Background: an optimization exercise with open tools, aiming at small area. Do not read the settings as production practice. In this exercise RTL edits were held to simulation tests only and were not proved equivalent to the original. No activity file was given, so power comes from the tool's default toggle rates.

### flow/design.v
`default_nettype none
module writeback_regfile_pipe #(
  parameter logic [63:0] RSP_INIT = 64'h0,
  parameter int          RET_W    = 16
) (
  input  logic             clk,
  input  logic             rst,
  input  logic [2:0]       W_stat,
  input  logic [3:0]       W_icode,
  input  logic [3:0]       W_dstE,
  input  logic [63:0]      W_valE,
  input  logic [3:0]       W_dstM,
  input  logic [63:0]      W_valM,
  output logic [63:0]      reg_file0,
  output logic [63:0]      reg_file1,
  output logic [63:0]      reg_file2,
  output logic [63:0]      reg_file3,
  output logic [63:0]      reg_file4,
  output logic [63:0]      reg_file5,
  output logic [63:0]      reg_file6,
  output logic [63:0]      reg_file7,
  output logic [63:0]      reg_file8,
  output logic [63:0]      reg_file9,
  output logic [63:0]      reg_file10,
  output logic [63:0]      reg_file11,
  output logic [63:0]      reg_file12,
  output logic [63:0]      reg_file13,
  output logic [63:0]      reg_file14,
  output logic [2:0]       stat,
  output logic             halted,
  output logic [RET_W-1:0] retired
);
  localparam logic [2:0] c_stat_aok = 3'd1;
  localparam logic [2:0] c_stat_ins = 3'd4;
  logic              r_halt;
  logic [2:0]        r_stat;
  logic [RET_W-1:0]  r_retired;
  logic              w_commit;
  logic [14:0][63:0] r_dat_n;    
  logic [14:0]       r_blank;    
  logic [14:0]       w_selm;     
  logic [14:0]       w_sele;     
  logic [14:0]       w_hold;     
  logic [14:0][63:0] w_rf;       
  assign w_commit = !r_halt && (W_stat == c_stat_aok);
  for (genvar k = 0; k < 15; k++) begin : g_reg
    localparam logic [63:0] INIT = (k == 4) ? RSP_INIT : 64'h0;
    assign w_selm[k] = w_commit && (W_dstM == 4'(k));
    assign w_sele[k] = w_commit && (W_dstE == 4'(k)) && (W_dstM != 4'(k));
    assign w_hold[k] = !(w_selm[k] || w_sele[k]);
    logic [63:0] w_dat_n_nxt;
    for (genvar b = 0; b < 64; b++) begin : g_bit
      wb_rf_bit #(.INIT(INIT[b])) u_bit (
        .selm  (w_selm[k]),
        .valm  (W_valM[b]),
        .sele  (w_sele[k]),
        .vale  (W_valE[b]),
        .hold  (w_hold[k]),
        .blank (r_blank[k]),
        .dat_n (r_dat_n[k][b]),
        .q     (w_rf[k][b]),
        .nxt_n (w_dat_n_nxt[b])
      );
    end
    always_ff @(posedge clk) begin
      r_dat_n[k] <= w_dat_n_nxt;
    end
    always_ff @(posedge clk or posedge rst) begin
      if (rst) begin
        r_blank[k] <= 1'b1;
      end else begin
        r_blank[k] <= r_blank[k] && w_hold[k];
      end
    end
  end
  always_ff @(posedge clk or posedge rst) begin
    if (rst) begin
      r_retired <= '0;
    end else if (w_commit && (W_icode != 4'h0) && (r_retired != '1)) begin
      r_retired <= r_retired + RET_W'(1);
    end
  end
  always_ff @(posedge clk or posedge rst) begin
    if (rst) begin
      r_halt <= 1'b0;
      r_stat <= c_stat_aok;
    end else if (!r_halt) begin
      case (W_stat)
        3'd0, 3'd1: begin
          r_stat <= c_stat_aok;
        end
        3'd2, 3'd3, 3'd4: begin
          r_stat <= W_stat;
          r_halt <= 1'b1;
        end
        default: begin
          r_stat <= c_stat_ins;
          r_halt <= 1'b1;
        end
      endcase
    end
  end
  assign stat    = r_stat;
  assign halted  = r_halt;
  assign retired = r_retired;
  assign reg_file0  = w_rf[0];
  assign reg_file1  = w_rf[1];
  assign reg_file2  = w_rf[2];
  assign reg_file3  = w_rf[3];
  assign reg_file4  = w_rf[4];
  assign reg_file5  = w_rf[5];
  assign reg_file6  = w_rf[6];
  assign reg_file7  = w_rf[7];
  assign reg_file8  = w_rf[8];
  assign reg_file9  = w_rf[9];
  assign reg_file10 = w_rf[10];
  assign reg_file11 = w_rf[11];
  assign reg_file12 = w_rf[12];
  assign reg_file13 = w_rf[13];
  assign reg_file14 = w_rf[14];
endmodule
module wb_rf_bit #(
  parameter logic INIT = 1'b0
) (
  input  logic selm,
  input  logic valm,
  input  logic sele,
  input  logic vale,
  input  logic hold,
  input  logic blank,
  input  logic dat_n,
  output logic q,
  output logic nxt_n
);
  assign q     = blank ? INIT : !dat_n;
  assign nxt_n = !((selm && valm) || (sele && vale) || (hold && q));
endmodule
`default_nettype wire
### flow/flow/run.sh
#!/bin/bash
# Standard ORFS layout (the standard.sh) with two changes:
#  - the port buffers use the smallest buffer cell instead of the one
#    buffer_ports picks by default;
#  - clock tree synthesis uses clkbuf_8 leaf buffers in clusters of up to 16
#    sinks, clkbuf_16 above them, and no dummy loads.
set -euo pipefail
CTS="-sink_clustering_enable -repair_clock_nets"
CTS+=" -root_buf sky130_fd_sc_hd__clkbuf_16 -tree_buf sky130_fd_sc_hd__clkbuf_16"
CTS+=" -sink_clustering_buffer sky130_fd_sc_hd__clkbuf_8"
CTS+=" -buf_list {sky130_fd_sc_hd__clkbuf_8 sky130_fd_sc_hd__clkbuf_16}"
CTS+=" -sink_clustering_size 16 -sink_clustering_max_diameter 50 -dont_use_dummy_load"
bash standard.sh \
  "BUFFER_PORTS_ARGS=-buffer_cell sky130_fd_sc_hd__buf_1" \
  "CTS_ARGS=$CTS" \
  finish > standard_flow.log 2>&1
### flow/standard.sh
#!/bin/bash
# synth_recipe.tcl (not shown) runs the flow's synth.tcl, then flattens the netlist and writes it again
# the make line also repeats each setting of config.mk as NAME=value (left out here)
make -C /OpenROAD-flow-scripts/flow DESIGN_CONFIG=/design/flow/config.mk WORK_HOME=/design/flow/orfs CLKGATE_MAP_FILE= SYNTH_SCRIPT=/design/flow/synth_recipe.tcl "${@:-finish}"
### flow/config.mk
export PLATFORM = sky130hd
export DESIGN_NAME = writeback_regfile_pipe
export DESIGN_NICKNAME = writeback_regfile_pipe
export VERILOG_FILES = /design/flow/design.v
export SDC_FILE = /design/flow/constraint.sdc
export NUM_CORES = 4
export LEC_CHECK = 0
export CAP_MARGIN = 20
export CORE_AREA = 5 5 395 395
export DIE_AREA = 0 0 400 400
export PLACE_DENSITY = 0.45
export SLEW_MARGIN = 20
export SYNTH_HIERARCHICAL = 1
### flow/constraint.sdc
create_clock -name core_clock -period 4.0 [get_ports {clk}]
set_input_delay 0.8000 -clock core_clock [delete_from_list [all_inputs] [get_ports {clk}]]
set_output_delay 0.8000 -clock core_clock [all_outputs]
set_load 0.01 [all_outputs]
==> reports/metrics.csv, run 1 <==
stage;metric;value;unit
synthesis;syn-num-nets;3253;
clock_network;cts_hold_buf;0;
sta;clock-skew-final;0.09049;ns
power;clkPwrFrac;39.3;%
global_routing;antenna_found_initial;5;
synthesis;netlist_area;0.03446;mm²
final_layout;utilization;29.80;%
clock_network;cts_setup_buffers;0;
synthesis;synth.largest_area_cell;dfxtp_1;
route;drt_iter0_markers;10251;
synthesis;ys_types;37;
route;routed_wl;232.1;mm
power;power_density;399.4;mW/mm²
global_routing;grt_pass1_vias;36917;
global_routing;grt.busiest_layer;met2;
final_layout;regArea;0.02017;mm²
power;leakagePower;17.14;nW
synthesis;yosysWarnings;7;
final_layout;finalNonFillerCells;6494;
hold_path;hold_path_class;in -> async;
status;status;complete, no violations;
clock_network;clk_pin_slew_worst_paths;0.07;ns
sta;slew_headroom;13.93;%
sta;fin_crit_sh;85.43;%
final_layout;fillerInstances;16366;
synthesis;yosysSeqAreaShare;58.38;%
clock_network;h-tree-depth;4;
synthesis;synth_edf_count;0;
critical_path;worst_setup_path_end_kind;output pin;
die;die_w;400;µm
synthesis;ys_ff_latch;995;
clock_network;clock_latency;0.74;ns
synthesis;postSynthAreaPerCell;11.09;µm²
final_layout;areaGrowthSynthToFinish;31.08;%
sta;drv_slew;0;
sta;finalHoldViolations;0;
global_routing;grt_overflow;0;
critical_path;cp.arrival;2.62;ns
final_layout;num-nets-final;4612;
sta;rsz0062_at_grt;false;
placement;post-place-ws;0.7894;ns
die;std_cell_rows;143;
die;coreArea;0.1515;mm²
synthesis;synth.top_cell.area_share;55.78;%
route;drtPass1Iterations;15;
sta;period_minus_slack;3.417;ns
die;dieArea;0.1600;mm²
critical_path;worstSetupPathType;reg -> out;
clock_network;cts_resized;0;
critical_path;worstPathMaxFanout;44;
route;wl_per_cell;35.73;µm
synthesis;synth_most_common_cell;nor2_1;
sta;max_freq;292.6;MHz
synthesis;synth_area_leaders;dfxtp_1 56%, a222oi_1 28%, nor2_1 11%, dfrtp_1 1.4%, dfstp_2 1.2%;
synthesis;syn_inst;3107;
placement;placed_cells;6364;
global_routing;use_met2;41.96;%
global_routing;grt_pass1_wl;308.1;mm
power;vdd_drop_max;0.0003367;V
route;antenna_left;0;
power;combPwrFrac;5.0;%
clock_network;numClockSinks;995;
power;p_int;13.43;mW
synthesis;yosys-top-cells-count;983 x nor2_1, 960 x a222oi_1, 960 x dfxtp_1, 38 x nor3_1, 19 x dfrtp_1;
critical_path;required;3.20;ns
clock_network;cts_tree;done;
power;seqPwrFrac;55.6;%
critical_path;cp-start-kind;register;
synthesis;async_flop_share;3.518;%
global_routing;use_met1;33.45;%
final_layout;num_antenna_cells;0;
power;switchingPower;4.610;mW
route;vias;40831;
die;die_y;400;µm
clock_network;cts_buffers;130;
global_routing;grt_usage;26.97;%
sta;worst_pin_slew;1.291;ns
sta;layout_setup_ws;0.5828;ns
placement;dp_hpwl;147.4;mm
global_routing;gr-usage-met3;7.598;%
run;drv_cap;0;
clock_network;clk_path_buf_depth;3;
placement;gp_congestion;0.8095;
final_layout;multi_input_area;0.01477;mm²
route;drt-vias-per-instance;6.287;
clock_network;cts_root_buf;clkbuf_16;
placement;io_buffers;1124;
power;switching_share;25.56;%
final_layout;drive_gt1_share;7.460;%
route;drc;0;
global_routing;grt_max_degree;66;
die;io_pins;1125;
die;initial_core_util;22.74;%
sta;finalSetupViolCount;0;
synthesis;synth_ff_type;dfxtp_1;
## placed cells by master (no fill, tap or decap), drive strengths merged, types with 3 or more instances in the layout
| cell type | n |
|---|---|
| xnor2 | 3 |
| dfrtp | 19 |
| dfstp | 16 |
| nand2 | 10 |
| xor2 | 11 |
| and2 | 16 |
| nand3 | 5 |
| or3 | 3 |
| or2 | 3 |
| nor2 | 983 |
| nand2b | 11 |
| a222oi | 960 |
| nor4b | 4 |
| dfxtp | 960 |
| nand4 | 4 |
| o21ai | 15 |
| and4 | 3 |
| nor3 | 38 |
| nor4 | 13 |
| buf | 1243 |
| clkbuf | 133 |
## registers in the layout, summed over array words and instances, names as in the netlist
| name | count |
|---|---|
| r_halt | 1 |
| r_retired | 16 |
| r_dat_n | 960 |
| r_stat | 3 |
| r_blank | 15 |
## metrics by stage
stage / TNS, ns / total power, mW / instance area [µm²] / hold WS, ns
6_report: 0 / 18.04 / 45160 / 0.1999
5_1_grt: 0 / 18.56 / 45160 / 0.2458
4_1_cts: 0 / 18.15 / 45160 / 0.1831
3_5_place_dp: 0 / 11.13 / 43180 / 0.4668
3_3_place_gp: 0 / 11.12 / 43140 / 0.4681
2_1_floorplan: -90.78 / 10.48 / 34810 / 0.4764
## cells by family after synthesis
logic type | synth area share (%)
AND/OR/NAND/NOR | 12.72
flip-flops | 58.38
AO/OA/AOI/OAI | 28.17
buffers and inverters | 0.2832
XOR/XNOR | 0.3559
multiplexers | 0.06536
adder cells (fa/ha/maj) | 0.03631
## power by group through the flow
stage	registers, mW	clock network (mW)	logic (mW)
global placement	10.3	0	0.865
CTS	10.0	7.24	0.874
floorplan	10.3	0	0.221
detailed placement	10.3	0	0.872
finish	10.0	7.10	0.908
global route	10.0	7.60	0.926
## path summary, 6_finish.rpt
kind | startpoint | end | slack (ns) | depth (start not counted)
worst max register to register | r_halt | r_dat_n[394] | 1.16 | 5
worst min register to register | r_stat[0] | r_stat[0] | 0.47 | 2
worst max-delay path | r_blank[3] | reg_file3[34] | 0.58 | 3
worst min-delay path | rst | r_retired[4] | 0.20 | 2
max in group asynchronous | rst | r_blank[2] | 3.24 | 2
min in group core_clock | W_stat[0] | r_stat[0] | 0.38 | 3
## area by class of cell
type	count	share of cell area [%]
Inverter	2	0.01662
Timing Repair Buffer	1246	12.61
Clock buffer	130	4.385
Sequential cell	995	44.66
Tap cell	2030	5.624
Multi-Input combinational cell	2091	32.71
## layer usage
metal  up-vias  wire length (µm)
li1      16122                 -
met5         -                 0
met3       618             29140
met4         0             15090
met2      3401            103100
met1     20690             84690
## critical path: stages, from the launching register on
cell,delay (ns)
dfstp_4,1.15
buf_4,0.42
nor2_1,0.13
buf_1,0.19
==> run 2: changes to the inputs <==
==> flow/flow/run.sh (replaced) <==
#!/bin/bash
# Standard ORFS layout (the standard.sh) with two changes:
#  - the port buffers use the smallest buffer cell instead of the one
#    buffer_ports picks by default;
#  - clock tree synthesis uses clkbuf_8 leaf buffers in clusters of up to 24
#    sinks, clkbuf_16 above them, and no dummy loads.
set -euo pipefail
CTS="-sink_clustering_enable -repair_clock_nets"
CTS+=" -root_buf sky130_fd_sc_hd__clkbuf_16 -tree_buf sky130_fd_sc_hd__clkbuf_16"
CTS+=" -sink_clustering_buffer sky130_fd_sc_hd__clkbuf_8"
CTS+=" -buf_list {sky130_fd_sc_hd__clkbuf_8 sky130_fd_sc_hd__clkbuf_16}"
CTS+=" -sink_clustering_size 24 -sink_clustering_max_diameter 60 -dont_use_dummy_load"
bash standard.sh \
  "BUFFER_PORTS_ARGS=-buffer_cell sky130_fd_sc_hd__buf_1" \
  "CTS_ARGS=$CTS" \
  finish > standard_flow.log 2>&1
--- a/flow/config.mk
+++ b/flow/config.mk
@@ -6,8 +6,8 @@
 export NUM_CORES = 4
 export LEC_CHECK = 0
 export CAP_MARGIN = 20
-export CORE_AREA = 5 5 395 395
-export DIE_AREA = 0 0 400 400
+export CORE_AREA = 5 5 345 345
+export DIE_AREA = 0 0 350 350
 export PLACE_DENSITY = 0.45
 export SLEW_MARGIN = 20
 export SYNTH_HIERARCHICAL = 1
==> reports/metrics.csv, run 2 <==
stage;metric;value;unit
status;status;complete, no violations;
clock_network;cts_hold_buf;0;
power;clkPwrFrac;36.5;%
synthesis;synth_ff_type;dfxtp_1;
critical_path;max_stage_delay;1.32;ns
critical_path;crit_chain;nor2_1 > buf_1;
critical_path;cp-start-kind;register;
final_layout;areaGrowthSynthToFinish;27.77;%
final_layout;top_register;r_dat_n;
hold_path;hold_path_class;in -> async;
clock_network;cts_setup_buffers;0;
sta;finalSetupViolCount;0;
critical_path;cp_slowest_cell;dfstp_4;
synthesis;synth_area_leaders;dfxtp_1 56%, a222oi_1 28%, nor2_1 11%, dfrtp_1 1.4%, dfstp_2 1.2%;
placement;gp_congestion;0.8174;
route;antenna_left;0;
route;wl_per_cell;38.21;µm
synthesis;syn-num-nets;3253;
synthesis;yosysSeqAreaShare;58.38;%
clock_network;cts_root_buf;clkbuf_16;
sta;period_minus_slack;3.336;ns
synthesis;ys_types;37;
route;drtPass1Iterations;14;
global_routing;grt_usage;34.52;%
clock_network;cts_resized;0;
critical_path;worst_setup_path_end_kind;output pin;
route;routed_wl;227.4;mm
route;drt-vias-per-instance;6.837;
power;leakagePower;16.89;nW
clock_network;clk_path_buf_depth;3;
clock_network;clk_pin_slew_worst_paths;0.08;ns
placement;dp_hpwl;142.7;mm
run;drv_cap;0;
global_routing;antenna_found_initial;3;
final_layout;drive_gt1_share;6.740;%
die;die_y;350;µm
die;die_w;350;µm
die;coreArea;0.1147;mm²
synthesis;synth.largest_area_cell;dfxtp_1;
synthesis;synth_edf_count;0;
sta;rsz0062_at_grt;false;
power;switchingPower;4.391;mW
clock_network;h-tree-depth;3;
sta;tns;0;ns
synthesis;syn_inst;3107;
synthesis;yosysWarnings;7;
placement;io_buffers;1124;
route;drt_iter0_markers;10159;
final_layout;layout_common_cells;1120 x buf_1, 983 x nor2_1, 960 x a222oi_1, 960 x dfxtp_1, 99 x clkbuf_8;
die;dieArea;0.1225;mm²
power;switching_share;25.58;%
synthesis;postSynthAreaPerCell;11.09;µm²
sta;clock-skew-final;0.08065;ns
synthesis;netlist_area;0.03446;mm²
global_routing;grt_pass1_vias;36101;
synthesis;synth.top_cell.area_share;55.78;%
final_layout;largest_registers;r_dat_n (960), r_retired (16), r_blank (15);
sta;layout_setup_ws;0.6639;ns
sta;fin_crit_sh;83.40;%
placement;placed_cells;5840;
clock_network;numClockSinks;995;
power;seqPwrFrac;58.4;%
global_routing;grt_max_degree;66;
final_layout;finalNonFillerCells;5953;
route;vias;40700;
final_layout;num-nets-final;4584;
synthesis;synth_most_common_cell;nor2_1;
sta;drv_slew;0;
power;power_density;389.9;mW/mm²
critical_path;required;3.20;ns
synthesis;ys_ff_latch;995;
critical_path;worstPathMaxFanout;66;
sta;finalHoldViolations;0;
critical_path;worstSetupPathType;reg -> out;
sta;worst_pin_slew;1.250;ns
sta;hold-worst-slack;0.2267;ns
power;fin_total_pwr;17.17;mW
synthesis;async_flop_share;3.518;%
die;io_pins;1125;
synthesis;yosys-top-cells-count;983 x nor2_1, 960 x a222oi_1, 960 x dfxtp_1, 38 x nor3_1, 19 x dfrtp_1;
die;initial_core_util;30.05;%
global_routing;grt_pass1_wl;306.4;mm
die;std_cell_rows;124;
sta;max_freq;299.7;MHz
sta;slew_headroom;16.69;%
final_layout;largest_register_ffs;960;
clock_network;clock_latency;0.68;ns
power;p_int;12.77;mW
clock_network;cts_buffers;108;
power;combPwrFrac;5.1;%
power;vdd_drop_max;0.0002551;V
clock_network;cts_tree;done;
route;drc;0;
final_layout;final_common_cell;buf_1;
placement;post-place-ws;0.5994;ns
global_routing;grt_overflow;0;
critical_path;cp.arrival;2.54;ns
## run 2: cell counts after synthesis
Identical to the previous run, type by type.
## run 2: worst max-delay path, delay by kind of cell, from the launching register on
family        cells  cell delay [ns]
buf+inv           1             0.33
flops             1             1.32
simple gates      1             0.18
## run 2: cell type report
cell class	instances	area, µm²
inverter	2	7.507
clock buffer	108	1588
antenna	5	12.51
sequential	995	20170
multi-input combinational	2091	14770
timing repair buffer	1240	5589
fill	11988	70630
tap	1512	1892
## run 2: power groups by stage
| stage | logic, mW | clock network, mW | registers [mW] |
|---|---|---|---|
| 5_1_grt | 0.891 | 6.70 | 10.0 |
| 2_1_floorplan | 0.221 | 0 | 10.3 |
| 3_3_place_gp | 0.840 | 0 | 10.3 |
| 3_5_place_dp | 0.844 | 0 | 10.3 |
| 6_report | 0.874 | 6.26 | 10.0 |
| 4_1_cts | 0.847 | 6.39 | 10.0 |
## run 2: worst paths after layout
kind / slack, ns / to / cells after the start / start
min in group core_clock: 0.42 / r_stat[0] / 3 / W_stat[0]
max in group asynchronous: 3.28 / r_blank[0] / 3 / rst
setup reg to reg: 0.93 / r_dat_n[72] / 5 / r_halt
setup / recovery: 0.66 / reg_file6[31] / 2 / r_blank[6]
hold reg to reg: 0.48 / r_stat[0] / 2 / r_stat[0]
hold / removal: 0.23 / r_retired[6] / 3 / rst
## run 2: cell families (layout without fill, tap and decap cells)
family                   after synthesis  count (layout)  synth area share [%]
AND/OR/NAND/NOR                     1096            1096                 12.72
flip-flops                           995             995                 58.38
AO/OA/AOI/OAI                        978             978                 28.17
buffers and inverters                 21            1350                0.2832
XOR/XNOR                              14              14                0.3559
multiplexers                           2               2               0.06536
adder cells (fa/ha/maj)                1               1               0.03631
other                                  0               5                     0
## run 2: routing by layer
metal  wire length [µm]  part of all wire, %  GRT usage (%)  vias to the layer above
li1                   -                    -              -                    16059
met1              81930                   36          43.33                    20689
met2             103400                   45          55.73                     3426
met3              28210                   12          8.276                      526
met4              13900                  6.1          17.15                        0
met5                  0                    0              0                        -
## run 2: per-stage QoR
stage / instance area [µm²] / utilization [%]
5_1_grt: 44020 / 38.39
2_1_floorplan: 34810 / -
6_report: 44020 / 38.40
3_5_place_dp: 42420 / 37.00
4_1_cts: 44010 / 38.39
3_3_place_gp: 42370 / 36.95
==> run 3: changes to the inputs <==
==> flow/flow/run.sh (replaced) <==
#!/bin/bash
# Standard ORFS layout (the standard.sh) with two changes:
#  - the port buffers use the smallest buffer cell instead of the one
#    buffer_ports picks by default;
#  - clock tree synthesis uses clkbuf_8 leaf buffers in clusters of up to 20
#    sinks, clkbuf_16 above them, and no dummy loads.
set -euo pipefail
CTS="-sink_clustering_enable -repair_clock_nets"
CTS+=" -root_buf sky130_fd_sc_hd__clkbuf_16 -tree_buf sky130_fd_sc_hd__clkbuf_16"
CTS+=" -sink_clustering_buffer sky130_fd_sc_hd__clkbuf_8"
CTS+=" -buf_list {sky130_fd_sc_hd__clkbuf_8 sky130_fd_sc_hd__clkbuf_16}"
CTS+=" -sink_clustering_size 20 -sink_clustering_max_diameter 50 -dont_use_dummy_load"
bash standard.sh \
  "BUFFER_PORTS_ARGS=-buffer_cell sky130_fd_sc_hd__buf_1" \
  "CTS_ARGS=$CTS" \
  finish > standard_flow.log 2>&1
--- a/flow/config.mk
+++ b/flow/config.mk
@@ -8,6 +8,6 @@
 export CAP_MARGIN = 20
 export CORE_AREA = 5 5 345 345
 export DIE_AREA = 0 0 350 350
-export PLACE_DENSITY = 0.45
+export PLACE_DENSITY = 0.6
 export SLEW_MARGIN = 20
 export SYNTH_HIERARCHICAL = 1
==> reports/metrics.csv, run 3 <==
stage;metric;value;unit
status;status;complete, no violations;
final_layout;num-nets-final;4565;
synthesis;syn-num-nets;3253;
global_routing;grt_pass1_vias;37548;
critical_path;worst_setup_path_end_kind;output pin;
synthesis;ys_ff_latch;995;
synthesis;synth.largest_area_cell;dfxtp_1;
global_routing;grt_usage;31.07;%
route;routed_wl;206.3;mm
critical_path;worstPathMaxFanout;35;
route;antenna_left;0;
placement;dp_hpwl;132.5;mm
die;coreArea;0.1147;mm²
sta;fin_crit_sh;83.63;%
critical_path;critical_path_buf_inv_count;2;
critical_path;worstSetupPathType;reg -> out;
sta;worst_pin_slew;1.334;ns
critical_path;startpoint;r_blank[10];
route;drt_iter0_markers;12070;
sta;period_minus_slack;3.345;ns
final_layout;utilization;37.98;%
clock_network;cts_tree;done;
die;std_cell_rows;124;
synthesis;postSynthAreaPerCell;11.09;µm²
clock_network;clk_path_buf_depth;3;
final_layout;drive_gt1_share;6.317;%
run;drv_cap;0;
clock_network;cts_buffers;97;
final_layout;largest_register_ffs;960;
placement;placed_cells;5829;
final_layout;layout_common_cells;1121 x buf_1, 983 x nor2_1, 960 x a222oi_1, 960 x dfxtp_1;
global_routing;grt_max_degree;66;
die;io_pins;1125;
sta;drv_slew;0;
sta;hold-worst-slack;0.2192;ns
sta;rsz0062_at_grt;false;
synthesis;synth_ff_type;dfxtp_1;
clock_network;clk_pin_slew_worst_paths;0.10;ns
final_layout;finalNonFillerCells;5934;
sta;slew_headroom;11.08;%
critical_path;cp.arrival;2.55;ns
route;wl_per_cell;34.76;µm
clock_network;cts_resized;0;
sta;tns;0;ns
sta;layout_setup_ws;0.6549;ns
synthesis;netlist_area;0.03446;mm²
die;die_y;350;µm
sta;clock-skew-final;0.1080;ns
synthesis;synth_most_common_cell;nor2_1;
final_layout;top_register;r_dat_n;
clock_network;cts_root_buf;clkbuf_16;
critical_path;critical-path-top-delay-family;flip-flops;
critical_path;cp-start-kind;register;
synthesis;yosysSeqAreaShare;58.38;%
die;dieArea;0.1225;mm²
synthesis;syn_inst;3107;
power;vdd_drop_max;0.0003142;V
die;initial_core_util;30.05;%
critical_path;max_stage_delay;1.00;ns
synthesis;async_flop_share;3.518;%
global_routing;antenna_found_initial;6;
route;drc;0;
clock_network;cts_setup_buffers;0;
clock_network;clock_latency;0.67;ns
route;drt-vias-per-instance;7.022;
critical_path;crit_chain;buf_4 > nor2_1 > buf_1;
hold_path;hold_path_class;in -> async;
sta;finalSetupViolCount;0;
clock_network;numClockSinks;995;
final_layout;areaGrowthSynthToFinish;26.39;%
power;power_density;383.7;mW/mm²
final_layout;largest_registers;r_dat_n (960), r_retired (16), r_blank (15);
route;drtPass1Iterations;17;
die;die_w;350;µm
power;leakagePower;16.68;nW
synthesis;synth.top_cell.area_share;55.78;%
clock_network;cts_hold_buf;0;
critical_path;required;3.20;ns
synthesis;yosys-top-cells-count;983 x nor2_1, 960 x a222oi_1, 960 x dfxtp_1, 38 x nor3_1, 19 x dfrtp_1;
placement;post-place-ws;0.5826;ns
sta;max_freq;298.9;MHz
synthesis;yosysWarnings;7;
sta;finalHoldViolations;0;
placement;gp_congestion;0.8547;
clock_network;h-tree-depth;3;
synthesis;ys_types;37;
route;vias;41671;
critical_path;cp_slowest_cell;dfstp_4;
synthesis;synth_area_leaders;dfxtp_1 56%, a222oi_1 28%, nor2_1 11%, dfrtp_1 1.4%, dfstp_2 1.2%;
final_layout;final_common_cell;buf_1;
global_routing;grt_overflow;0;
placement;io_buffers;1124;
global_routing;grt_pass1_wl;282.6;mm
synthesis;synth_edf_count;0;
critical_path;reg2reg_from;r_halt;
run 3: per-stage QoR:
stage / power (mW) / cell area, µm²
floorplan: 10.48 / 34810
global placement: 11.06 / 42060
detailed placement: 11.06 / 42060
CTS: 16.71 / 43490
global route: 17.14 / 43550
finish: 16.71 / 43550
run 3: final timing paths:
kind,to,slack [ns],depth (start not counted)
setup / recovery,reg_file10[17],0.65,3
hold / removal,r_retired[3],0.22,3
setup reg to reg,r_dat_n[325],0.89,5
hold reg to reg,r_retired[15],0.49,1
max in group asynchronous,r_blank[4],3.31,3
min in group core_clock,r_stat[0],0.49,3
run 3: layout make-up:
| class | count | area, µm² |
|---|---|---|
| Fill cell | 11850 | 71110 |
| Sequential cell | 995 | 20170 |
| Multi-Input combinational cell | 2091 | 14770 |
| Timing Repair Buffer | 1232 | 5265 |
| Tap cell | 1512 | 1892 |
| Clock buffer | 97 | 1436 |
| Antenna cell | 5 | 12.51 |
| Inverter | 2 | 7.507 |
run 3: per-layer routing:
layer	up-vias	track usage, %	wire length [µm]
met4	0	22.16	17720
met2	4481	45.91	85970
met1	20255	38.65	68770
met3	882	9.312	33820
met5	-	0	0
li1	16053	-	-
run 3: kinds of logic (layout without fill, tap and decap cells):
group,after synthesis,after routing,share of synthesized area [%]
AO/OA/AOI/OAI,978,978,28.17
XOR/XNOR,14,14,0.3559
adder cells (fa/ha/maj),1,1,0.03631
buffers and inverters,21,1331,0.2832
flip-flops,995,995,58.38
multiplexers,2,2,0.06536
other,0,5,0
AND/OR/NAND/NOR,1096,1096,12.72
run 3: worst reg2reg max path: cells and delay by family (launching register included):
kind                   cells  cell delay, ns
buffers and inverters      1            0.52
AO/OA/AOI/OAI              1            0.30
flip-flops                 1            0.51
AND/OR/NAND/NOR            3            1.55
run 3: report_power, final:
part           switching (mW)  internal [mW]  total, mW
clock                    3.45           2.37       5.82
combinational           0.696          0.160      0.856
sequential             0.0288           10.0       10.0
==> run 4: changes to the inputs <==
--- a/flow/config.mk
+++ b/flow/config.mk
@@ -8,6 +8,6 @@
 export CAP_MARGIN = 20
 export CORE_AREA = 5 5 345 345
 export DIE_AREA = 0 0 350 350
-export PLACE_DENSITY = 0.6
+export PLACE_DENSITY = 0.68
 export SLEW_MARGIN = 20
 export SYNTH_HIERARCHICAL = 1
==> reports/metrics.csv, run 4 <==
stage;metric;value;unit
status;status;complete, no violations;
critical_path;worstPathMaxFanout;65;
final_layout;top_register;r_dat_n;
die;initial_core_util;30.05;%
synthesis;syn_inst;3107;
sta;rsz0062_at_grt;false;
power;power_density;381.5;mW/mm²
placement;dp_hpwl;130.1;mm
synthesis;yosysSeqAreaShare;58.38;%
global_routing;grt_usage;30.69;%
route;drt-vias-per-instance;7.119;
synthesis;syn-num-nets;3253;
final_layout;layout_common_cells;1118 x buf_1, 983 x nor2_1, 960 x a222oi_1, 960 x dfxtp_1, 86 x clkbuf_8;
clock_network;cts_resized;0;
die;coreArea;0.1147;mm²
synthesis;netlist_area;0.03446;mm²
sta;slew_headroom;14.46;%
clock_network;clk_pin_slew_worst_paths;0.09;ns
die;die_y;350;µm
clock_network;h-tree-depth;3;
die;std_cell_rows;124;
final_layout;areaGrowthSynthToFinish;26.49;%
synthesis;synth.top_cell.area_share;55.78;%
clock_network;cts_tree;done;
route;drc;0;
global_routing;grt_max_degree;66;
final_layout;fillerInstances;11723;
power;fin_total_pwr;16.63;mW
hold_path;hold_path_class;in -> async;
placement;io_buffers;1124;
clock_network;clock_latency;0.66;ns
critical_path;worst_setup_path_end_kind;output pin;
critical_path;reg2reg_slack;0.86;ns
run;drv_cap;0;
sta;clock-skew-final;0.09321;ns
clock_network;cts_hold_buf;0;
critical_path;cp.arrival;2.63;ns
route;drtPass1Iterations;20;
final_layout;largest_registers;r_dat_n (960), r_retired (16), r_blank (15);
critical_path;reg2reg_from;r_halt;
sta;period_minus_slack;3.426;ns
clock_network;numClockSinks;995;
critical_path;cp-start-kind;register;
synthesis;synth.largest_area_cell;dfxtp_1;
synthesis;synth_edf_count;0;
clock_network;cts_buffers;95;
route;routed_wl;204.8;mm
die;dieArea;0.1225;mm²
final_layout;drive_gt1_share;6.257;%
critical_path;required;3.20;ns
sta;drv_slew;0;
sta;fin_crit_sh;85.64;%
synthesis;ys_types;37;
critical_path;crit_chain;nor2_1 > buf_1;
synthesis;yosys-top-cells-count;983 x nor2_1, 960 x a222oi_1, 960 x dfxtp_1, 38 x nor3_1, 19 x dfrtp_1;
route;top_layer_used;met4;
sta;finalSetupViolCount;0;
synthesis;async_flop_share;3.518;%
sta;max_freq;291.9;MHz
route;met1_length;65.26;mm
sta;worst_pin_slew;1.283;ns
route;wl_per_cell;34.56;µm
critical_path;rr_endpoint;r_dat_n[190];
final_layout;largest_register_ffs;960;
synthesis;synth_area_leaders;dfxtp_1 56%, a222oi_1 28%, nor2_1 11%, dfrtp_1 1.4%, dfstp_2 1.2%;
clock_network;cts_setup_buffers;0;
critical_path;worstSetupPathType;reg -> out;
global_routing;grt_pass1_vias;38281;
route;antenna_left;0;
placement;place_area;0.04217;mm²
final_layout;finalInstanceArea;0.04358;mm²
power;leakagePower;16.68;nW
route;drt_iter0_markers;13052;
synthesis;synth_ff_type;dfxtp_1;
synthesis;yosysWarnings;7;
synthesis;synth_most_common_cell;nor2_1;
sta;finalHoldViolations;0;
clock_network;cts_root_buf;clkbuf_16;
synthesis;ys_ff_latch;995;
critical_path;cp_slowest_cell;dfstp_4;
final_layout;num-nets-final;4559;
global_routing;grt_pass1_wl;279.5;mm
global_routing;grt_overflow;0;
critical_path;r2r_cells;5;
die;die_w;350;µm
route;wl_met3;36.93;mm
clock_network;clk_path_buf_depth;3;
placement;gp_congestion;0.8723;
route;dr_wl_met2;84.03;mm
power;vdd_drop_max;0.0002948;V
final_layout;final_common_cell;buf_1;
synthesis;postSynthAreaPerCell;11.09;µm²
die;io_pins;1125;
critical_path;max_stage_delay;1.35;ns
route;vias;42190;
global_routing;antenna_found_initial;6;
run 4: cell count changes in the layout (fill, tap and decap cells not counted):
cell      previous run  this run
clkbuf_8            88        86
buf_8                2         0
buf_2                0         3
buf_1             1121      1118
buf_6                1         0
diode_2              5         3
buf_4               88        78
buf_12              17        26
run 4: cell type report:
type                            instances  area (µm²)  area share [%]
Antenna cell                            3       7.507         0.01722
Clock buffer                           95        1409           3.232
Inverter                                2       7.507         0.01722
Multi-Input combinational cell       2091       14770           33.88
Sequential cell                       995       20170           46.28
Tap cell                             1512        1892           4.341
Timing Repair Buffer                 1228        5333           12.24
run 4: layer usage:
metal,GRT usage (%),vias up
met4,20.61,0
met2,45.37,5006
li1,-,16030
met3,11.97,1133
met1,36.94,20021
met5,0.1155,-
run 4: report_power, final:
part	switching, mW	internal (mW)
logic	0.708	0.159
registers	0.0297	10.0
clock network	3.40	2.33
run 4: kinds of logic after synthesis:
family	count (synthesis)	synth area share, %
simple gates	1096	12.72
xor+xnor	14	0.3559
mux	2	0.06536
flops	995	58.38
fa+ha+maj	1	0.03631
compound gates	978	28.17
buf+inv	21	0.2832
run 4: how the worst max path moves through the flow:
stage                     startpoint            end  slack (ns)  depth (start not counted)
after CTS                 r_blank[2]  reg_file2[62]        0.69                          2
after global placement     W_stat[2]   r_dat_n[534]        0.58                          6
after global routing      r_blank[2]  reg_file2[62]        0.59                          2
after detailed placement   W_stat[2]   r_dat_n[571]        0.54                          6
final                     r_blank[2]  reg_file2[62]        0.57                          2
after floorplan            W_stat[2]   r_dat_n[320]       -0.18                          5
run 4: worst max-delay path: cells and delay by family (launching register included):
family	cells	cell delay [ns]
buffers and inverters	1	0.25
DFF	1	1.35
and+or+nand+nor	1	0.29
run 4: stage by stage:
stage	hold WS, ns	setup slack [ns]	util (%)	cells	TNS (ns)
global placement	0.4626	0.5834	36.77	5828	0
global route	0.2695	0.5872	38.01	5924	0
floorplan	0.4764	-0.1773	-	3107	-90.78
finish	0.2231	0.5745	38.01	5926	0
detailed placement	0.4662	0.5433	36.78	5828	0
CTS	0.1989	0.6934	38.01	5923	0
==> run 5: changes to the inputs <==
--- a/flow/config.mk
+++ b/flow/config.mk
@@ -8,6 +8,6 @@
 export CAP_MARGIN = 20
 export CORE_AREA = 5 5 345 345
 export DIE_AREA = 0 0 350 350
-export PLACE_DENSITY = 0.68
+export PLACE_DENSITY = 0.75
 export SLEW_MARGIN = 20
 export SYNTH_HIERARCHICAL = 1
==> reports/metrics.csv, run 5 <==
stage;metric;value;unit
critical_path;worstPathMaxFanout;65;
status;status;complete, no violations;
placement;post-place-ws;0.6030;ns
synthesis;async_flop_share;3.518;%
power;combPwrFrac;5.3;%
global_routing;grt_usage;30.75;%
die;die_w;350;µm
clock_network;cts_tree;done;
clock_network;clk_path_buf_depth;3;
power;switching_share;24.91;%
die;initial_core_util;30.05;%
synthesis;syn-num-nets;3253;
placement;place_area;0.04208;mm²
synthesis;yosys-top-cells-count;983 x nor2_1, 960 x a222oi_1, 960 x dfxtp_1, 38 x nor3_1, 19 x dfrtp_1;
global_routing;grt_max_degree;66;
critical_path;max_stage_delay;1.34;ns
power;vdd_drop_max;0.0002896;V
sta;finalHoldViolations;0;
final_layout;finalNonFillerCells;5926;
global_routing;grt_pass1_vias;39279;
final_layout;finalInstanceArea;0.04346;mm²
sta;max_freq;286.1;MHz
die;dieArea;0.1225;mm²
power;seqPwrFrac;60.7;%
clock_network;cts_resized;0;
hold_path;hold_path_class;in -> async;
die;die_y;350;µm
final_layout;top_register;r_dat_n;
die;coreArea;0.1147;mm²
sta;period_minus_slack;3.496;ns
synthesis;netlist_area;0.03446;mm²
sta;worst_pin_slew;1.294;ns
synthesis;synth.largest_area_cell;dfxtp_1;
sta;drv_slew;0;
critical_path;worstSetupPathType;reg -> out;
synthesis;ys_types;37;
clock_network;cts_hold_buf;0;
route;antenna_left;0;
placement;dp_hpwl;126.9;mm
sta;rsz0062_at_grt;false;
route;drc;0;
critical_path;rr_endpoint;r_dat_n[123];
die;std_cell_rows;124;
sta;slew_headroom;13.75;%
power;clkPwrFrac;34.0;%
clock_network;h-tree-depth;3;
critical_path;required;3.20;ns
route;drtPass1Iterations;17;
synthesis;yosysSeqAreaShare;58.38;%
clock_network;cts_root_buf;clkbuf_16;
route;vias;42404;
placement;io_buffers;1124;
critical_path;r2r_cells;5;
clock_network;cts_buffers;91;
final_layout;largest_registers;r_dat_n (960), r_retired (16), r_blank (15);
critical_path;cp_slowest_cell;dfstp_4;
route;routed_wl;204.6;mm
route;drt-vias-per-instance;7.156;
critical_path;reg2reg_slack;0.86;ns
final_layout;drive_gt1_share;6.175;%
synthesis;synth_most_common_cell;nor2_1;
synthesis;ys_ff_latch;995;
synthesis;synth.top_cell.area_share;55.78;%
global_routing;grt_overflow;0;
synthesis;yosysWarnings;7;
clock_network;clock_latency;0.65;ns
power;p_int;12.41;mW
power;leakagePower;16.62;nW
clock_network;clk_pin_slew_worst_paths;0.12;ns
power;power_density;380.1;mW/mm²
power;fin_total_pwr;16.52;mW
synthesis;synth_ff_type;dfxtp_1;
synthesis;postSynthAreaPerCell;11.09;µm²
placement;placed_cells;5826;
sta;finalSetupViolCount;0;
critical_path;reg2reg_from;r_halt;
sta;layout_setup_ws;0.5044;ns
critical_path;cp.arrival;2.70;ns
placement;gp_congestion;0.8618;
synthesis;syn_inst;3107;
final_layout;final_common_cell;buf_1;
route;wl_per_cell;34.53;µm
power;switchingPower;4.115;mW
critical_path;cp-start-kind;register;
synthesis;synth_edf_count;0;
final_layout;num-nets-final;4553;
critical_path;crit_chain;nor2_1 > buf_1;
global_routing;grt_pass1_wl;279.4;mm
final_layout;layout_common_cells;1116 x buf_1, 983 x nor2_1, 960 x a222oi_1, 960 x dfxtp_1;
clock_network;numClockSinks;995;
critical_path;worst_setup_path_end_kind;output pin;
die;io_pins;1125;
clock_network;cts_setup_buffers;0;
synthesis;synth_area_leaders;dfxtp_1 56%, a222oi_1 28%, nor2_1 11%, dfrtp_1 1.4%, dfstp_2 1.2%;
final_layout;largest_register_ffs;960;
final_layout;areaGrowthSynthToFinish;26.14;%
route;drt_iter0_markers;14369;
run;drv_cap;0;
global_routing;antenna_found_initial;6;
sta;fin_crit_sh;87.39;%
sta;clock-skew-final;0.1107;ns
-- run 5: cell count changes in the layout (fill, tap and decap cells not counted), sizes merged --
cell | previous run | this run
buf | 1225 | 1219
diode | 3 | 9
-- run 5: layout make-up --
type                       instances  area (µm²)
antenna                            9       22.52
clock buffer                      91        1354
fill                           11586       71190
inverter                           2       7.507
multi-input combinational       2091       14770
sequential                       995       20170
tap                             1512        1892
timing repair buffer            1226        5253
-- run 5: critical path, delay by kind of cell, from the launching register on --
| kind | cells | cell delay [ns] |
|---|---|---|
| flops | 1 | 1.34 |
| buf+inv | 1 | 0.22 |
| simple gates | 1 | 0.32 |
-- run 5: kinds of logic after synthesis --
family | after synthesis | share of synthesized area (%)
AO/OA/AOI/OAI | 978 | 28.17
XOR/XNOR | 14 | 0.3559
adder cells (fa/ha/maj) | 1 | 0.03631
buffers and inverters | 21 | 0.2832
flip-flops | 995 | 58.38
multiplexers | 2 | 0.06536
AND/OR/NAND/NOR | 1096 | 12.72
-- run 5: how the worst max path moves through the flow --
| stage | start | to | slack [ns] | cells past startpoint |
|---|---|---|---|---|
| 6_report | r_blank[12] | reg_file12[10] | 0.50 | 2 |
| 5_1_grt | r_blank[2] | reg_file2[17] | 0.55 | 2 |
| 4_1_cts | r_blank[8] | reg_file8[51] | 0.67 | 3 |
| 3_5_place_dp | W_dstM[1] | r_dat_n[237] | 0.60 | 6 |
| 3_3_place_gp | W_dstM[1] | r_dat_n[562] | 0.57 | 5 |
| 2_1_floorplan | W_stat[2] | r_dat_n[320] | -0.18 | 5 |
-- run 5: metrics by stage --
stage	utilization (%)	hold slack, ns	setup TNS, ns
finish	37.91	0.2165	0
global route	37.90	0.2284	0
CTS	37.88	0.1696	0
detailed placement	36.70	0.4738	0
global placement	36.68	0.4626	0
floorplan	-	0.4764	-90.78
-- run 5: power groups by stage --
stage                     logic, mW  registers [mW]  clock network [mW]
after floorplan               0.221            10.3                   0
after global placement        0.803            10.3                   0
after detailed placement      0.811            10.3                   0
after CTS                     0.815            10.0                5.59
after global routing          0.878            10.0                5.96
final                         0.879            10.0                5.61
-- run 5: layer usage --
metal / GRT usage [%] / share of wire, % / vias up
met2: 44.99 / 41 / 5189
met5: 0 / 0 / -
met1: 36.41 / 31 / 20008
met3: 12.91 / 18 / 1218
met4: 21.72 / 9.3 / 0
li1: - / - / 15989
==> run 6: changes to the inputs <==
==> flow/run.sh (new file) <==
#!/bin/bash
# synth_recipe.tcl (not shown) runs the flow's synth.tcl, then flattens the netlist and writes it again
# the make line also repeats each setting of config.mk as NAME=value (left out here)
make -C /OpenROAD-flow-scripts/flow DESIGN_CONFIG=/design/flow/config.mk WORK_HOME=/design/flow/orfs CLKGATE_MAP_FILE= SYNTH_SCRIPT=/design/flow/synth_recipe.tcl finish
--- a/flow/config.mk
+++ b/flow/config.mk
@@ -6,8 +6,7 @@
 export NUM_CORES = 4
 export LEC_CHECK = 0
 export CAP_MARGIN = 20
-export CORE_AREA = 5 5 345 345
-export DIE_AREA = 0 0 350 350
-export PLACE_DENSITY = 0.75
+export CORE_AREA = 5 5 395 395
+export DIE_AREA = 0 0 400 400
 export SLEW_MARGIN = 20
 export SYNTH_HIERARCHICAL = 1
removed: flow/flow/run.sh
removed: flow/standard.sh
==> reports/metrics.csv, run 6 <==
stage;metric;value;unit
clock_network;cts_resized;0;
sta;clock-skew-final;0.06381;ns
final_layout;drive_gt1_share;8.042;%
placement;post-place-ws;0.4271;ns
sta;worst_pin_slew;1.198;ns
final_layout;regArea;0.02017;mm²
critical_path;cp-start-kind;register;
die;initial_core_util;22.74;%
synthesis;ys_types;37;
clock_network;numClockSinks;995;
die;die_w;400;µm
global_routing;grt_pass1_vias;38524;
critical_path;worstSetupPathType;reg -> out;
route;antenna_left;0;
critical_path;worstPathMaxFanout;47;
final_layout;largest_registers;r_dat_n (960), r_retired (16), r_blank (15);
status;status;complete, no violations;
die;coreArea;0.1515;mm²
placement;placed_cells;6361;
synthesis;syn_inst;3107;
critical_path;worst_setup_path_end_kind;output pin;
sta;layout_setup_ws;0.2252;ns
hold_path;hold_path_class;reg -> reg;
critical_path;cp.arrival;2.97;ns
clock_network;cts_buffers;110;
synthesis;synth_area_leaders;dfxtp_1 56%, a222oi_1 28%, nor2_1 11%, dfrtp_1 1.4%, dfstp_2 1.2%;
power;power_density;401.6;mW/mm²
final_layout;finalNonFillerCells;6564;
die;die_y;400;µm
die;std_cell_rows;143;
route;drtPass1Iterations;12;
synthesis;synth.largest_area_cell;dfxtp_1;
sta;drv_slew;0;
critical_path;required;3.20;ns
placement;gp_congestion;0.8402;
clock_network;cts_root_buf;clkbuf_16;
synthesis;yosysWarnings;7;
synthesis;ys_ff_latch;995;
synthesis;async_flop_share;3.518;%
clock_network;cts_tree;done;
synthesis;yosys-top-cells-count;983 x nor2_1, 960 x a222oi_1, 960 x dfxtp_1, 38 x nor3_1, 19 x dfrtp_1;
sta;finalSetupViolCount;0;
final_layout;top_register;r_dat_n;
final_layout;final_common_cell;clkdlybuf4s50_1;
sta;rsz0062_at_grt;false;
route;drt_iter0_markers;10343;
route;vias;41724;
final_layout;multi_input_area;0.01477;mm²
sta;finalHoldViolations;0;
global_routing;grt_max_degree;66;
route;drc;0;
global_routing;grt_usage;26.56;%
final_layout;layout_common_cells;1123 x clkdlybuf4s50_1, 983 x nor2_1, 960 x a222oi_1, 960 x dfxtp_1, 112 x clkbuf_16;
final_layout;largest_register_ffs;960;
power;vdd_drop_max;0.0003300;V
global_routing;grt_overflow;0;
final_layout;num-nets-final;4589;
placement;dp_hpwl;149.2;mm
run;drv_cap;0;
route;drt-vias-per-instance;6.356;
final_layout;fillerInstances;15334;
clock_network;clock_latency;0.75;ns
clock_network;clk_path_buf_depth;3;
route;wl_per_cell;34.94;µm
synthesis;synth_ff_type;dfxtp_1;
sta;fin_crit_sh;94.37;%
clock_network;cts_setup_buffers;0;
route;routed_wl;229.4;mm
sta;max_freq;264.9;MHz
synthesis;postSynthAreaPerCell;11.09;µm²
synthesis;netlist_area;0.03446;mm²
clock_network;clk_pin_slew_worst_paths;0.06;ns
sta;slew_headroom;19.87;%
die;io_pins;1125;
clock_network;cts_hold_buf;0;
power;fin_total_pwr;21.69;mW
sta;period_minus_slack;3.775;ns
final_layout;areaGrowthSynthToFinish;56.78;%
synthesis;synth_most_common_cell;nor2_1;
placement;io_buffers;1124;
clock_network;h-tree-depth;3;
global_routing;antenna_found_initial;5;
synthesis;yosysSeqAreaShare;58.38;%
synthesis;syn-num-nets;3253;
global_routing;grt_pass1_wl;306.3;mm
synthesis;synth_edf_count;0;
power;leakagePower;20.45;nW
synthesis;synth.top_cell.area_share;55.78;%
die;dieArea;0.1600;mm²
==> run 6: cell counts after synthesis <==
No cell type changed its count.
==> run 6: area by class of cell <==
cell class              count  share of cell area, %
clock inverters            35                 0.8245
flip-flops and latches    995                  37.34
multi-input cells        2091                  27.33
repair buffers           1243                  23.77
well taps                2030                  4.702
diodes                      8                0.03706
clock buffers             160                  5.985
inverters                   2                0.01390
==> run 6: critical path: stages (launching register included) <==
cell and delay (ns):
dfstp_4 1.11, buf_4 0.42, nor2_1 0.12, clkdlybuf4s50_1 0.58
==> run 6: power breakdown <==
part	switching, mW	internal (mW)
Combinational	0.740	0.368
Clock	4.55	6.00
Sequential	0.0291	10.0
==> run 6: final timing paths <==
check | start | endpoint | slack [ns] | cells after the start
setup reg to reg | r_halt | r_dat_n[81] | 1.32 | 5
hold reg to reg | r_stat[0] | r_stat[0] | 0.48 | 2
max in group asynchronous | rst | r_stat[2] | 2.98 | 2
hold / removal | r_stat[0] | r_stat[0] | 0.48 | 2
min in group asynchronous | rst | r_retired[13] | 0.53 | 2
setup / recovery | r_blank[9] | reg_file9[20] | 0.23 | 3
==> run 6: cells by family (layout without fill, tap and decap cells) <==
family                   count (synthesis)  after routing  share of synthesized area [%]
other                                    0              8                              0
AO/OA/AOI/OAI                          978            978                          28.17
flip-flops                             995            995                          58.38
multiplexers                             2              2                        0.06536
buffers and inverters                   21           1440                         0.2832
adder cells (fa/ha/maj)                  1              1                        0.03631
AND/OR/NAND/NOR                       1096           1096                          12.72
XOR/XNOR                                14             14                         0.3559
==> run 6: routing by layer <==
metal | GRT usage [%] | vias up | wire [µm]
met2 | 42.36 | 3895 | 103100
li1 | - | 16208 | -
met5 | 0.1539 | - | 13
met1 | 31.34 | 20821 | 78610
met4 | 17.09 | 2 | 17250
met3 | 7.504 | 798 | 30440
==> run 6: per-stage QoR <==
stage	hold slack [ns]	cell area [µm²]	utilization (%)	TNS, ns
after CTS	0.4805	54010	35.64	0
after global placement	0.4676	50330	33.21	0
final	0.4790	54020	35.65	0
after floorplan	0.4764	34810	-	-90.78
after global routing	0.4977	54000	35.63	0
after detailed placement	0.4712	50330	33.21	0
==> run 7: changes to the inputs <==
--- a/flow/config.mk
+++ b/flow/config.mk
@@ -6,7 +6,7 @@
 export NUM_CORES = 4
 export LEC_CHECK = 0
 export CAP_MARGIN = 20
-export CORE_AREA = 5 5 395 395
-export DIE_AREA = 0 0 400 400
+export CORE_MARGIN = 2
+export CORE_UTILIZATION = 40
 export SLEW_MARGIN = 20
 export SYNTH_HIERARCHICAL = 1
==> reports/metrics.csv, run 7 <==
stage;metric;value;unit
status;status;aborted with a tool error;
status;lastStage;I/O pin placement;
status;first-error;[ERROR PPL-0024] Number of IO pins (1125) exceeds maximum number of available positions (1074). Increase the die perimeter from 1190.00um to 1530.00um.;
die;std_cell_rows;107;
synthesis;yosysWarnings;7;
synthesis;async_flop_share;3.518;%
synthesis;synth_edf_count;0;
die;initial_core_util;40.40;%
synthesis;netlist_area;0.03446;mm²
synthesis;synth_area_leaders;dfxtp_1 56%, a222oi_1 28%, nor2_1 11%, dfrtp_1 1.4%, dfstp_2 1.2%;
synthesis;yosysSeqAreaShare;58.38;%
synthesis;synth.top_cell.area_share;55.78;%
synthesis;ys_ff_latch;995;
synthesis;synth_most_common_cell;nor2_1;
synthesis;synth.largest_area_cell;dfxtp_1;
synthesis;syn_inst;3107;
synthesis;syn-num-nets;3253;
synthesis;ys_types;37;
die;die_w;297.5;µm
synthesis;postSynthAreaPerCell;11.09;µm²
die;die_y;297.5;µm
synthesis;synth_ff_type;dfxtp_1;
synthesis;yosys-top-cells-count;983 x nor2_1, 960 x a222oi_1, 960 x dfxtp_1, 38 x nor3_1, 19 x dfrtp_1;
## run 7: kinds of logic after synthesis
| kind of cell | count (synthesis) | share of synthesized area (%) |
|---|---|---|
| flops | 995 | 58.38 |
| simple gates | 1096 | 12.72 |
| xor+xnor | 14 | 0.3559 |
| fa+ha+maj | 1 | 0.03631 |
| mux | 2 | 0.06536 |
| compound gates | 978 | 28.17 |
| buf+inv | 21 | 0.2832 |
==> run 8: changes to the inputs <==
==> flow/flow/run.sh (new file) <==
#!/bin/bash
# Standard ORFS layout (the standard.sh) with three changes:
#  - the port buffers use the smallest buffer cell instead of the one
#    buffer_ports picks by default;
#  - clock tree synthesis uses clkbuf_8 leaf buffers in clusters of up to 16
#    sinks, clkbuf_16 above them, and no dummy loads;
#  - I/O pins may sit one routing track apart (and in the corners), so that
#    the 1125 ports fit on a smaller die.
set -euo pipefail
CTS="-sink_clustering_enable -repair_clock_nets"
CTS+=" -root_buf sky130_fd_sc_hd__clkbuf_16 -tree_buf sky130_fd_sc_hd__clkbuf_16"
CTS+=" -sink_clustering_buffer sky130_fd_sc_hd__clkbuf_8"
CTS+=" -buf_list {sky130_fd_sc_hd__clkbuf_8 sky130_fd_sc_hd__clkbuf_16}"
CTS+=" -sink_clustering_size 16 -sink_clustering_max_diameter 50 -dont_use_dummy_load"
bash standard.sh \
  "BUFFER_PORTS_ARGS=-buffer_cell sky130_fd_sc_hd__buf_1" \
  "CTS_ARGS=$CTS" \
  "PLACE_PINS_ARGS=-min_distance 1 -min_distance_in_tracks -corner_avoidance 0" \
  finish > standard_flow.log 2>&1
==> flow/standard.sh (new file) <==
#!/bin/bash
# synth_recipe.tcl (not shown) runs the flow's synth.tcl, then flattens the netlist and writes it again
# the make line also repeats each setting of config.mk as NAME=value (left out here)
make -C /OpenROAD-flow-scripts/flow DESIGN_CONFIG=/design/flow/config.mk WORK_HOME=/design/flow/orfs CLKGATE_MAP_FILE= SYNTH_SCRIPT=/design/flow/synth_recipe.tcl "${@:-finish}"
--- a/flow/config.mk
+++ b/flow/config.mk
@@ -6,7 +6,8 @@
 export NUM_CORES = 4
 export LEC_CHECK = 0
 export CAP_MARGIN = 20
-export CORE_MARGIN = 2
-export CORE_UTILIZATION = 40
+export CORE_AREA = 5 5 325 325
+export DIE_AREA = 0 0 330 330
+export PLACE_DENSITY = 0.5
 export SLEW_MARGIN = 20
 export SYNTH_HIERARCHICAL = 1
removed: flow/run.sh
==> reports/metrics.csv, run 8 <==
stage;metric;value;unit
placement;dp_hpwl;130.6;mm
hold_path;hold_path_class;in -> async;
clock_network;numClockSinks;995;
route;wl_per_cell;36.86;µm
sta;drv_slew;0;
final_layout;largest_registers;r_dat_n (960), r_retired (16), r_blank (15);
final_layout;finalNonFillerCells;5813;
critical_path;worstSetupPathType;reg -> out;
clock_network;clk_path_buf_depth;3;
synthesis;synth_top_family_by_area;compound AO/OA/AOI/OAI gates;
synthesis;synth.top_cell.area_share;55.78;%
synthesis;yosys-top-cells-count;983 x nor2_1, 960 x a222oi_1, 960 x dfxtp_1, 38 x nor3_1, 19 x dfrtp_1;
synthesis;yosysSeqAreaShare;58.38;%
sta;finalHoldViolations;0;
synthesis;postSynthAreaPerCell;11.09;µm²
sta;clock-skew-final;0.05854;ns
route;antenna_left;0;
clock_network;clock_latency;0.67;ns
final_layout;final_common_cell;buf_1;
sta;slew_headroom;22.25;%
critical_path;worst_setup_path_end_kind;output pin;
placement;post-place-ws;0.4453;ns
synthesis;synth.largest_area_cell;dfxtp_1;
synthesis;synth_mux_area_share;0.06536;%
status;status;complete, no violations;
sta;layout_setup_ws;0.6583;ns
synthesis;netlist_area;0.03446;mm²
final_layout;drive_gt1_share;6.820;%
global_routing;grt_overflow;0;
sta;hold-worst-slack;0.2655;ns
synthesis;syn_inst;3107;
sta;max_freq;299.2;MHz
die;coreArea;0.1017;mm²
power;power_density;394.4;mW/mm²
synthesis;ys_ff_latch;995;
final_layout;utilization;43.22;%
critical_path;cp-start-kind;register;
final_layout;num-nets-final;4591;
final_layout;top_register;r_dat_n;
synthesis;synth_area_leaders;dfxtp_1 56%, a222oi_1 28%, nor2_1 11%, dfrtp_1 1.4%, dfstp_2 1.2%;
route;vias;40991;
placement;gp_congestion;0.8685;
die;io_pins;1125;
synthesis;syn-num-nets;3253;
route;drc;0;
clock_network;h-tree-depth;3;
clock_network;cts_buffers;120;
synthesis;synth_edf_count;0;
clock_network;clk_pin_slew_worst_paths;0.06;ns
route;drt_iter0_markers;10439;
synthesis;ys_types;37;
clock_network;cts_resized;0;
critical_path;required;3.20;ns
clock_network;cts_hold_buf;0;
sta;fin_crit_sh;83.54;%
placement;placed_cells;5690;
die;dieArea;0.1089;mm²
die;std_cell_rows;117;
run;drv_cap;0;
synthesis;synth_compound_area_share;28.17;%
global_routing;grt_usage;36.40;%
route;drt-vias-per-instance;7.052;
synthesis;synth_most_common_cell;nor2_1;
route;routed_wl;214.3;mm
power;leakagePower;16.96;nW
synthesis;yosys.area_share.simple;12.72;%
synthesis;async_flop_share;3.518;%
final_layout;fillerInstances;10364;
synthesis;synth_xor_area_share;0.3559;%
clock_network;cts_root_buf;clkbuf_16;
final_layout;areaGrowthSynthToFinish;27.63;%
die;die_w;330;µm
sta;worst_pin_slew;1.162;ns
route;drtPass1Iterations;17;
die;initial_core_util;33.87;%
synthesis;synth_ff_type;dfxtp_1;
placement;io_buffers;1124;
synthesis;yosys.area_share.adder;0.03631;%
clock_network;cts_setup_buffers;0;
global_routing;grt_pass1_vias;35998;
global_routing;grt_max_degree;66;
synthesis;yosysWarnings;7;
final_layout;layout_common_cells;1124 x buf_1, 983 x nor2_1, 960 x a222oi_1, 960 x dfxtp_1, 111 x clkbuf_8;
global_routing;antenna_found_initial;3;
sta;finalSetupViolCount;0;
sta;rsz0062_at_grt;false;
final_layout;largest_register_ffs;960;
critical_path;cp.arrival;2.54;ns
sta;period_minus_slack;3.342;ns
critical_path;worstPathMaxFanout;65;
power;vdd_drop_max;0.0002628;V
die;die_y;330;µm
global_routing;grt_pass1_wl;292.1;mm
power;fin_total_pwr;17.35;mW
clock_network;cts_tree;done;
==> run 8: cell counts after synthesis <==
No cell type changed its count.
==> run 8: area by class of cell <==
type / instances / area, µm² / share of cell area [%]
clock buffer: 120 / 1753 / 3.986
multi-input combinational: 2091 / 14780 / 33.61
tap: 1368 / 1712 / 3.892
sequential: 995 / 20170 / 45.87
timing repair buffer: 1235 / 5548 / 12.62
antenna: 2 / 5.005 / 0.01138
inverter: 2 / 7.507 / 0.01707
==> run 8: per-stage QoR <==
stage	TNS, ns	cell area [µm²]
6_report	0	43980
5_1_grt	0	43980
4_1_cts	0	43950
3_5_place_dp	0	42190
3_3_place_gp	0	42190
2_1_floorplan	-90.78	34810
==> run 8: cells by family (layout without fill, tap and decap cells) <==
| group | after synthesis | count (layout) |
|---|---|---|
| compound gates | 978 | 978 |
| xor+xnor | 14 | 14 |
| flops | 995 | 995 |
| other cells | 0 | 2 |
| simple gates | 1096 | 1096 |
| buf+inv | 21 | 1357 |
| fa+ha+maj | 1 | 1 |
| mux | 2 | 2 |
==> run 8: report_power, final <==
| group | switching, mW | total [mW] | internal [mW] | leakage [nW] |
|---|---|---|---|---|
| sequential | 0.0279 | 10.0 | 10.0 | 8.21 |
| clock | 3.65 | 6.51 | 2.86 | 0.909 |
| combinational | 0.638 | 0.798 | 0.160 | 7.84 |
==> run 8: critical path, stage by stage (launching register included) <==
cell     delay, ns
dfstp_4       1.22
nor2_1        0.42
buf_1         0.23
==> run 8: final timing paths <==
| kind | from | end | slack (ns) | cells past startpoint |
|---|---|---|---|---|
| worst min-delay path | rst | r_retired[14] | 0.27 | 3 |
| worst max-delay path | r_blank[9] | reg_file9[25] | 0.66 | 2 |
| min in group core_clock | W_stat[0] | r_stat[0] | 0.47 | 3 |
| worst min register to register | r_stat[0] | r_stat[0] | 0.49 | 2 |
| max in group asynchronous | rst | r_blank[4] | 3.32 | 3 |
| worst max register to register | r_halt | r_dat_n[623] | 0.84 | 5 |
==> run 8: metal layers <==
metal | vias up | wire, µm | global-route usage [%]
li1 | 16071 | - | -
met1 | 20578 | 74580 | 45.42
met2 | 3649 | 92540 | 54.72
met3 | 685 | 29540 | 10.96
met4 | 8 | 17330 | 23.27
met5 | - | 266 | 1.863

-- port drivers added, routing unchanged --
The results above use ideal ports. As a check the final layouts listed here were re-extracted and re-timed, cells and wires unchanged.
Step 1 assumes that a clkbuf_16 drives the clock port and a buf_2 every other input.
Step 2 moves the port delays by t, midway between the first and last clock arrival at a register: inputs arrive t later, outputs are due t later. That takes back most of the time a late clock gives input paths.
a / b / c = ideal / step 1 / step 2; a / b = the first two.
run	t (ns)	slack for setup (ns)	worst hold slack (ns)	worst slew at a driven data input, ns
run 1	0.765	0.583 / 0.514 / 0.720	0.200 / 0.154 / 0.474	0.07
run 2	0.708	0.664 / 0.594 / 0.513	0.227 / 0.177 / 0.484	0.11
run 3	0.685	0.655 / 0.582 / 0.494	0.219 / 0.170 / 0.495	0.09
run 4	0.671	0.575 / 0.512 / 0.423	0.223 / 0.182 / 0.474	0.08
run 5	0.663	0.504 / 0.440 / 0.436	0.217 / 0.175 / 0.479	0.09
run 6	0.784	0.225 / 0.157 / 0.342	0.479 / 0.479 / 0.479	0.07
run 8	0.711	0.658 / 0.583 / 0.377	0.266 / 0.211 / 0.489	0.10
After both steps setup and hold are still met in every run listed. The setup slack of run 8, which loses most, moves by -0.075 ns with the drivers and by -0.281 ns with both steps.
